This is an optimization exercise on Yosys and OpenROAD, whose aim is small area, not a production implementation. Only simulation tests tie the RTL to the original design; equivalence was not proved. Power and IR drop assume default switching activity. No driver is modelled on the clock port, so clocking that relies on it looks cheaper here than on a real chip.

Design side_ch, start of the top module:
module side_ch
(
	input  logic                     clk,
	input  logic                     arst_n,
	input  logic                     reg_wr,
	input  logic                     reg_rd,
	input  logic [REG_ADDR_W-1:0]    reg_addr,
	input  logic [REG_DATA_W-1:0]    reg_wdata,
	output logic [REG_DATA_W-1:0]    reg_rdata,
	output logic                     reg_rvalid,
	input  logic                     short_preamble_detected,
	input  logic                     long_preamble_detected,
	input  logic                     pkt_header_valid_strobe,
	input  logic                     pkt_header_valid,
	input  logic                     fcs_in_strobe,
	input  logic                     fcs_ok,
	input  logic                     phy_tx_start,
	input  logic                     phy_tx_done,
	input  logic                     tx_pkt_need_ack,
	input  logic                     pkt_for_me,
	input  logic [ADDR2_W-1:0]       addr2,
	input  logic signed [RSSI_W-1:0] rssi_half_db,
	input  logic [2*IQ_W-1:0]        sample0_in,
	input  logic [2*IQ_W-1:0]        sample1_in,
	input  logic                     sample_in_strobe,
	output logic                     m_axis_tvalid,
	output logic [STREAM_W-1:0]      m_axis_tdata,
	output logic                     m_axis_tlast,
	input  logic                     m_axis_tready
);
Size in the first run: roughly 1300 flip-flops, roughly 270 I/O pins, ~47000 sq um of cells after synthesis.
export LEC_CHECK = 0
export CAP_MARGIN = 20
export CORE_MARGIN = 2
export CORE_UTILIZATION = 70
export SLEW_MARGIN = 20
create_clock -name core_clock -period 6.0 [get_ports {clk}]
standard.sh (not shown) runs the stock make flow with config.mk's settings and CLKGATE_MAP_FILE= SYNTH_SCRIPT=/design/flow/synth_recipe.tcl, a recipe that flattens the netlist after the stock synthesis.
==> flow/flow/run.sh <==
#!/bin/bash
# ORFS layout through the standard.sh with three changes:
#  - synthesis is the standard flow's own script (synth_recipe.tcl) with only the combinational
#    mapping changed: no adder cells are extracted (ADDER_MAP_FILE empty), and abc
#    runs flow/area.abc, an area-oriented mapping, in place of the flow's speed
#    script (flip-flop mapping, flattening and naming are unchanged);
#  - port buffers use the smallest buffer cell;
#  - clock tree synthesis uses clkbuf_16 sink clusters of up to 30 flip-flops within
#    120 um, without dummy loads.
set -euo pipefail
W=$(pwd)
cat > "$W/flow_synth.tcl" <<EOS
proc abc {args} {
  set i [lsearch -exact \$args -script]
  if {\$i >= 0} { set args [lreplace \$args [expr {\$i+1}] [expr {\$i+1}] $W/flow/area.abc] }
  yosys abc {*}\$args
}
source $W/synth_recipe.tcl
EOS
bash standard.sh finish \
  "SYNTH_SCRIPT=$W/flow_synth.tcl" \
  "ADDER_MAP_FILE=" \
  "BUFFER_PORTS_ARGS=-buffer_cell sky130_fd_sc_hd__buf_1" \
  "CTS_ARGS=-sink_clustering_enable -repair_clock_nets -dont_use_dummy_load -buf_list sky130_fd_sc_hd__clkbuf_16 -sink_clustering_size 30 -sink_clustering_max_diameter 120" \
  > make_finish.log 2>&1
==> flow/flow/area.abc <==
&get -n
&st
&dch
&nf -R 1000 -p -C 32 -F 8
&put
Then changed:
--- a/flow/design.v
+++ b/flow/design.v
@@ -174,13 +174,16 @@
 		logic [COUNTER_W-1:0] cnt;
 		assign cnt      = counters[i];
 		assign carry[0] = ev[i];
 		for (genvar b = 0; b < COUNTER_W; b++)
 		begin : g_bit
 			assign cnt_inc[i][b] = cnt[b] ^ carry[b];
-			assign carry[b+1]    = cnt[b] & carry[b];
+			if (b == COUNTER_W/2 - 1)
+				assign carry[b+1] = ev[i] & (&cnt[b:0]);
+			else
+				assign carry[b+1] = cnt[b] & carry[b];
 		end
 	end
 	always_ff @(posedge clk or negedge arst_n)
 	begin
 		if (!arst_n)
 		begin
@@ -288,27 +291,27 @@
 	output logic                  m_axis_tvalid,
 	output logic [STREAM_W-1:0]   m_axis_tdata,
 	output logic                  m_axis_tlast,
 	output logic [REG_DATA_W-1:0] drop_cnt
 );
 	logic [STREAM_W:0]       mem [0:FIFO_DEPTH-1];
-	logic [FIFO_AW-1:0]      wr_ptr;
-	logic [FIFO_AW-1:0]      rd_ptr;
+	logic [FIFO_AW:0]        count;
 	logic                    full;
 	logic                    offered;
 	logic                    push;
 	logic                    pop;
-	logic [FIFO_AW-1:0]      wr_ptr_nx;
 	logic                    full_nx;
-	logic                    wr_en;
+	logic                    shift;
+	logic [FIFO_AW-1:0]      head;
 	logic [STREAM_W:0]       rd_word;
+	assign full = count[FIFO_AW];
 	assign push = offered && !full;
 	assign pop  = m_axis_tvalid && m_axis_tready;
-	assign wr_ptr_nx = wr_ptr + FIFO_AW'(push);
-	assign full_nx = !pop && (full || (offered && (wr_ptr + FIFO_AW'(1) == rd_ptr)));
-	assign wr_en   = take && !full_nx;
+	assign full_nx = !pop && (full || (offered && (count == (FIFO_AW+1)'(FIFO_DEPTH-1))));
+	assign shift   = take && !full_nx;
+	assign head    = count[FIFO_AW-1:0] + (push ? FIFO_AW'(0) : FIFO_AW'(FIFO_DEPTH-1));
 	logic                  drop_ev;
 	logic [REG_DATA_W-1:0] drop_inc;
 	assign drop_ev = offered && full;
 	for (genvar k = 0; k < REG_DATA_W/8; k++)
 	begin : g_drop_byte
 		logic [8:0] c;
@@ -321,44 +324,42 @@
 			assign drop_inc[8*k+b] = drop_cnt[8*k+b] ^ c[b];
 			assign c[b+1]          = drop_cnt[8*k+b] & c[b];
 		end
 	end
 	always_ff @(posedge clk)
 	begin
-		for (int i = 0; i < FIFO_DEPTH; i++)
-			if (wr_en && (wr_ptr_nx == FIFO_AW'(i)))
-				mem[i] <= {take_last, take_word};
+		if (shift)
+		begin
+			mem[0] <= {take_last, take_word};
+			for (int i = 1; i < FIFO_DEPTH; i++)
+				mem[i] <= mem[i-1];
+		end
 	end
 	always_comb
 	begin
 		rd_word = '0;
 		for (int i = 0; i < FIFO_DEPTH; i++)
 		begin
-			rd_word = rd_word | ({(STREAM_W+1){rd_ptr == FIFO_AW'(i)}} & mem[i]);
+			rd_word = rd_word | ({(STREAM_W+1){head == FIFO_AW'(i)}} & mem[i]);
 		end
 	end
-	assign m_axis_tvalid = full || (wr_ptr != rd_ptr);
+	assign m_axis_tvalid = (count != '0);
 	assign m_axis_tdata  = rd_word[STREAM_W-1:0];
 	assign m_axis_tlast  = rd_word[STREAM_W];
 	always_ff @(posedge clk or negedge arst_n)
 	begin
 		if (!arst_n)
 		begin
 			offered  <= 1'b0;
-			wr_ptr   <= '0;
-			rd_ptr   <= '0;
-			full     <= 1'b0;
+			count    <= '0;
 			drop_cnt <= '0;
 		end
 		else
 		begin
 			offered <= take;
-			wr_ptr  <= wr_ptr_nx;
-			full    <= full_nx;
-			if (pop)
-				rd_ptr <= rd_ptr + FIFO_AW'(1);
+			count   <= count + (FIFO_AW+1)'(push) - (FIFO_AW+1)'(pop);
 			drop_cnt <= drop_inc;
 		end
 	end
 endmodule
 `timescale 1ns/1ps
 import side_ch_pkg::*;
@@ -402,23 +403,13 @@
 	logic signed [RSSI_W-1:0] cfg_rssi_th;
 	logic [CAP_LEN_W-1:0]     cfg_cap_len;
 	logic [NUM_EVENTS-1:0]    cfg_event_sel;
 	logic [REG_DATA_W-1:0]    cfg_addr2_target;
 	logic                     cfg_arm;
 	logic [NUM_EVENTS-1:0]    cfg_counter_clr;
-	logic [RSSI_W:0]   gt_chain;
-	logic [RSSI_W-1:0] ua;
-	logic [RSSI_W-1:0] ub;
-	assign ua = {~rssi_half_db[RSSI_W-1], rssi_half_db[RSSI_W-2:0]};
-	assign ub = {~cfg_rssi_th[RSSI_W-1], cfg_rssi_th[RSSI_W-2:0]};
-	assign gt_chain[0] = 1'b0;
-	for (genvar b = 0; b < RSSI_W; b++)
-	begin : g_gt
-		assign gt_chain[b+1] = (ua[b] & ~ub[b]) | (ua[b] & gt_chain[b]) | (~ub[b] & gt_chain[b]);
-	end
-	assign rssi_above = gt_chain[RSSI_W];
+	assign rssi_above = (rssi_half_db > cfg_rssi_th);
 	side_ch_reg_bank i_reg_bank (
 		.clk        (clk),
 		.arst_n     (arst_n),
 		.reg_wr     (reg_wr),
 		.reg_rd     (reg_rd),
 		.reg_addr   (reg_addr),
What happened: Wire length decreases by 9.4%; worst setup slack gains 0.17 ns; power increases by 16%; sequential power rose by about 10%; sequential cell count falls by 4; critical path depth came out lower by 14; count of clock-buffer cells in the layout is unchanged; utilization is lower by 1.5 points; area after synthesis is about the same; clock power stays flat.

==> afterwards: timing with drivers on the ports <==
The flow's constraints put no driver on any port. The routed layouts listed below were extracted and timed again, unchanged, in two steps. Step 1: set_driving_cell puts a clkbuf_16 on clk and a buf_2 on each other input, an assumption about the parent block. Step 2 times the ports against the registers' clock, not the clock port: input delays grow and output delays shrink by t, the midpoint of the rising clock arrivals with the driver on. a / b / c = no drivers / after step 1 / after step 2; a / b = the first two.
| run | t (ns) | setup slack, ns | cell pins on the clock port's net |
|---|---|---|---|
| the first run | 0.692 | 0.225 / 0.258 / -0.433 | 1 |
| the second run | 0.679 | 0.391 / 0.325 / 0.426 | 1 |
Met with ideal ports but missed after step 2: setup timing in the first run. For the first run, which loses most, drivers alone change the setup slack by +0.033 ns; drivers and shift together by -0.658 ns.
